Context: an optimization exercise on an open-source flow, tuned for small area, a short achievable clock period and few clock cycles per item. The choices shown serve that exercise and are no tape-out recipe.
In this exercise RTL edits were held to simulation tests only and were not proved equivalent to the original.
No activity file was given, so power comes from the tool's default toggle rates.

## flow/design.v

```verilog
module factorial_core #(
    parameter int unsigned MAX_N = 20
) (
    input  logic             clk,
    input  logic             reset_n,
    input  logic             fifo_empty,
    input  logic [31:0]      fifo_dout,
    output logic             fifo_rd_en,
    output logic [63:0]      result,
    output logic             result_valid,
    input  logic             result_ready,
    output logic             overflow,
    output logic             busy
);
    logic        r_armed;    
    logic        r_pend;     
    logic        r_v0;       
    logic        r_v1;       
    logic [4:0]  r_c0;       
    logic [4:0]  r_c1;       
    logic [4:0]  w_code;
    logic        w_hs;
    logic        w_rd;
    logic [63:0] w_fact;
    assign w_code = fifo_dout[4:0] | {5{|fifo_dout[31:5]}};
    assign w_hs = r_v0 && result_ready;
    assign w_rd = r_armed && !fifo_empty &&
                  (({1'b0, r_v0} + {1'b0, r_v1} + {1'b0, r_pend}) <= (w_hs ? 2'd2 : 2'd1));
    always_comb begin
        case (r_c0)
            5'd0: w_fact = 64'h0000000000000001;
            5'd1: w_fact = 64'h0000000000000001;
            5'd2: w_fact = 64'h0000000000000002;
            5'd3: w_fact = 64'h0000000000000006;
            5'd4: w_fact = 64'h0000000000000018;
            5'd5: w_fact = 64'h0000000000000078;
            5'd6: w_fact = 64'h00000000000002d0;
            5'd7: w_fact = 64'h00000000000013b0;
            5'd8: w_fact = 64'h0000000000009d80;
            5'd9: w_fact = 64'h0000000000058980;
            5'd10: w_fact = 64'h0000000000375f00;
            5'd11: w_fact = 64'h0000000002611500;
            5'd12: w_fact = 64'h000000001c8cfc00;
            5'd13: w_fact = 64'h000000017328cc00;
            5'd14: w_fact = 64'h000000144c3b2800;
            5'd15: w_fact = 64'h0000013077775800;
            5'd16: w_fact = 64'h0000130777758000;
            5'd17: w_fact = 64'h0001437eeecd8000;
            5'd18: w_fact = 64'h0016beecca730000;
            5'd19: w_fact = 64'h01b02b9306890000;
            5'd20: w_fact = 64'h21c3677c82b40000;
            default: w_fact = 64'd0;
        endcase
    end
    assign fifo_rd_en   = w_rd;
    assign result       = w_fact;
    assign overflow     = r_c0 > 5'(MAX_N);
    assign result_valid = r_v0;
    assign busy         = r_v0 || r_pend;
    always_ff @(posedge clk or negedge reset_n) begin
        if (!reset_n) begin
            r_armed <= 1'b0;
            r_pend  <= 1'b0;
            r_v0    <= 1'b0;
            r_v1    <= 1'b0;
        end else begin
            r_armed <= 1'b1;
            r_pend  <= w_rd;
            if (w_hs || !r_v0) begin
                r_v0 <= r_v1 || r_pend;
                r_v1 <= r_v1 && r_pend;
            end else begin
                r_v1 <= r_v1 || r_pend;
            end
        end
    end
    always_ff @(posedge clk) begin
        if (w_hs || !r_v0) r_c0 <= r_v1 ? r_c1 : w_code;
        if (w_hs || !r_v1) r_c1 <= w_code;
    end
endmodule
```

## flow/run.sh

```bash
#!/bin/bash
# synth_recipe.tcl (not shown) runs the flow's synth.tcl, then flattens the netlist and writes it again
# the make line also repeats each setting of config.mk as NAME=value (left out here)
make -C /OpenROAD-flow-scripts/flow DESIGN_CONFIG=/design/flow/config.mk WORK_HOME=/design/flow/orfs CLKGATE_MAP_FILE= SYNTH_SCRIPT=/design/flow/synth_recipe.tcl finish
```

## flow/config.mk

```make
export PLATFORM = sky130hd
export DESIGN_NAME = factorial_core
export DESIGN_NICKNAME = factorial_core
export VERILOG_FILES = /design/flow/design.v
export SDC_FILE = /design/flow/constraint.sdc
export NUM_CORES = 4
export LEC_CHECK = 0
export CAP_MARGIN = 20
export CORE_MARGIN = 2
export CORE_UTILIZATION = 40
export SLEW_MARGIN = 20
```

## flow/constraint.sdc

```tcl
create_clock -name core_clock -period 10.0 [get_ports {clk}]
set_input_delay 2.0000 -clock core_clock [delete_from_list [all_inputs] [get_ports {clk}]]
set_output_delay 2.0000 -clock core_clock [all_outputs]
set_load 0.01 [all_outputs]
```

==> results.txt <==
[Yosys cell counts (all sizes together) (2+ instances only)]
cell	instances
edfxtp	10
inv	16
nor3b	2
o21ai	9
o21a	4
o221ai	4
nand4	4
or2	3
a21oi	16
or3	4
nor2	21
o22ai	11
a221oi	2
dfxtp	48
nor4	9
o211ai	3
a31o	2
dfrtp	4
nand2	16
nand3	8
nor2b	4
conb	2
buf	24
ha	11
mux2	2
nor3	3
mux2i	2
and2	3
nand2b	2
[layout make-up]
class | count | area, sq um | area share
Inverter | 16 | 60.1 | 0.0154
Clock inverter | 2 | 13.8 | 0.00352
Tap cell | 96 | 120 | 0.0307
Clock buffer | 13 | 180 | 0.0461
Multi-Input combinational cell | 165 | 1210 | 0.310
Sequential cell | 62 | 1360 | 0.348
Timing Repair Buffer | 96 | 961 | 0.246
[cell usage in the layout (no fill, tap or decap), drive strengths merged, types with 4 or more instances in the layout]
master and n:
clkdlybuf4s50 96, dfxtp 48, nor2 21, a21oi 16
inv 16, nand2 16, clkbuf 13, ha 11
o22ai 11, edfxtp 10, nor4 9, o21ai 9
nand3 8, conb 8, or3 4, nor2b 4
o221ai 4, dfrtp 4, nand4 4, o21a 4
[stage by stage]
stage	std cells	hold WS, ns	setup slack, ns	area [sq um]
2_1_floorplan	268	0.529	5.09	2840
3_3_place_gp	435	0.539	4.14	3710
3_5_place_dp	435	0.545	4.07	3710
4_1_cts	450	0.558	4.05	3910
5_1_grt	450	0.582	3.88	3910
6_report	450	0.547	4.09	3910
[flip-flops by register name, summed over array words and instances, names as in the netlist]
register and count:
r_v1 1, r_pend 1, r_v0 1, r_c0 5
result 48, r_c1 5, r_armed 1
[metal layers]
| layer | vias up | track usage | part of all wire |
|---|---|---|---|
| met1 | 1060 | 0.223 | 0.43 |
| li1 | 1082 | - | - |
| met5 | - | 0 | 0 |
| met3 | 7 | 0.0386 | 0.054 |
| met2 | 76 | 0.291 | 0.50 |
| met4 | 0 | 0.0587 | 0.0091 |
[path summary, 6_finish.rpt]
kind	start	slack, ns	to
max	result_ready	4.09	fifo_rd_en
min	r_armed	0.55	r_pend
max reg2reg	r_v0	7.22	result[25]
min reg2reg	r_armed	0.55	r_pend
max in group asynchronous	reset_n	7.95	r_v1
min in group asynchronous	reset_n	1.87	r_pend
[cell families (layout without fill, tap and decap cells)]
| logic type | count (synthesis) | count (layout) | synth area share |
|---|---|---|---|
| AO/OA/AOI/OAI | 59 | 59 | 0.152 |
| AND/OR/NAND/NOR | 82 | 82 | 0.197 |
| buffers and inverters | 41 | 127 | 0.0950 |
| flip-flops | 62 | 62 | 0.483 |
| multiplexers | 4 | 4 | 0.0151 |
| adder cells (fa/ha/maj) | 12 | 12 | 0.0559 |
| other | 2 | 8 | 0.00266 |
[where the power goes]
group	switching, mW	leakage (nW)	total (mW)	internal, mW
combinational	0.0832	0.810	0.154	0.0708
sequential	0.00990	0.515	0.278	0.268
clock	0.0936	0.101	0.211	0.117
total	0.187	1.43	0.643	0.456
==> results_dict.tcl <==
set metrics [dict create \
    finalCritPeriodShare 0.591 \
    critical_path_class "in -> out" \
    antenna_found_initial 0 \
    finalCriticalPeriod_ns 5.91 \
    hp-class "reg -> reg" \
    rsz0062_at_grt "false" \
    status "no timing/DRC/antenna violations" \
    holdBufCountCts 0 \
    critPathCaptureType "primary output" \
    synthArstFlopShare 0.0645 \
    cpMaxStageDelayCell "clkdlybuf4s50_1" \
    cts_made_buffers 9 \
    areaGrowthSynthToFinish_pct 38.7 \
    synth_seq_cells 62 \
    synth_warnings 1 \
    wl_per_cell_microns 14.4 \
    synth_top_cell_by_area "dfxtp_1" \
    cp.arrival_ns 3.91 \
    cp_num_buf_inv 2 \
    gp_congestion 0.776 \
    fillers 629 \
    worstPathMaxFanout 3 \
    path_cells "clkdlybuf4s50_1, nand2_1, ha_1, a21oi_1, a21oi_1, nor3b_1, clkdlybuf4s50_1" \
    drtIter0Drc 110 \
    p_per_area_nw_per_um2 164 \
    num_rows 30 \
    ant_nets 0 \
    finish.utilization 0.575 \
    synth_enable_flop_cells 10 \
    avgSynthCellArea_sq_um 10.8 \
    drc_errors 0 \
    fin_setup_tns_ns 0 \
    synth_top_area_frac 0.341 \
    ios 104 \
    start_util 0.415 \
    post_cts_resized 0 \
    finalPower_mw 0.643 \
    drv_slew 0 \
    core_area_sq_um 6790 \
    ys_top_cells_by_area "dfxtp_1 (34%), edfxtp_1 (11%), nor4_4 (5.3%)" \
    synthCells 262 \
    die_y_microns 88.0 \
    chipWidth_microns 88.0 \
    slowest_delay_ns 0.59 \
    synth_ff_type "dfxtp_1" \
    antenna_cells 0 \
    clockRootBuffer "clkbuf_8" \
    hold_viol 0 \
    ys_types 57 \
    slew_headroom 0.488 \
    holdPathStages 1 \
    clk_pin_slew_worst_paths_ns 0.07 \
    netlist_area_sq_um 2820 \
    first_pass_iters 4 \
    clock.fmax_mhz 169 \
    clock_sinks 62 \
    cp_top_family "buffers and inverters" \
    cp-start-kind "primary input" \
    p_leak_nw 1.43 \
    setup_viol 0 \
    drive_gt1_frac 0.136 \
    rr_worst_depth 11 \
    vias 2225 \
    tightest_slew_ns 0.768 \
    grt_pass1_vias 2149 \
    postCtsSetupBuffers 0 \
    overflow 0 \
    cts_max_level 3 \
    cp.required_ns 8.00 \
    grt_pass1_wl_microns 10300 \
    dieArea_sq_um 7740 \
    cp.depth 7 \
    cts.path.max_buffers 2 \
    via_per_inst 4.94 \
    drv_cap 0 \
    clock_latency_ns 0.33 \
    post-dp-hpwl_microns 4990 \
    port_buffers 96 \
    wirelength_microns 6500 \
    grt_usage 0.174 \
    cts_tree "done" \
    nNetsFinal 398 \
    ir_drop_mv 0.133 \
    grt_max_degree 20 \
    finalClockSkew_ns 0.00625 \
    ys_seq_area_frac 0.483 \
]
Testbench counts, summed over its fixed seeds: cycles 1,048, items 1,024.

## port drivers added, routing unchanged
The results above use ideal ports. As a check the final layout listed here was re-extracted and re-timed, cells and wires unchanged.
Step 1, drivers: a clkbuf_16 drives clk and a buf_2 each remaining input, both assumed.
Step 2 moves the port delays by t, midway between the first and last clock arrival at a register: inputs arrive t later, outputs are due t later. That takes back most of the time a late clock gives input paths.
a / b / c = ideal / step 1 / step 2; a / b = the first two.
shift t [ns]: 0.355
slack for setup (ns): 4.088 / 4.066 / 4.066
worst register clock-pin slew, ns: 0.07 / 0.07
cell pins on the clock port's net: 1
After both steps setup and hold are still met in this run. For this run, drivers alone change the setup slack by -0.022 ns; drivers and shift together by -0.022 ns.
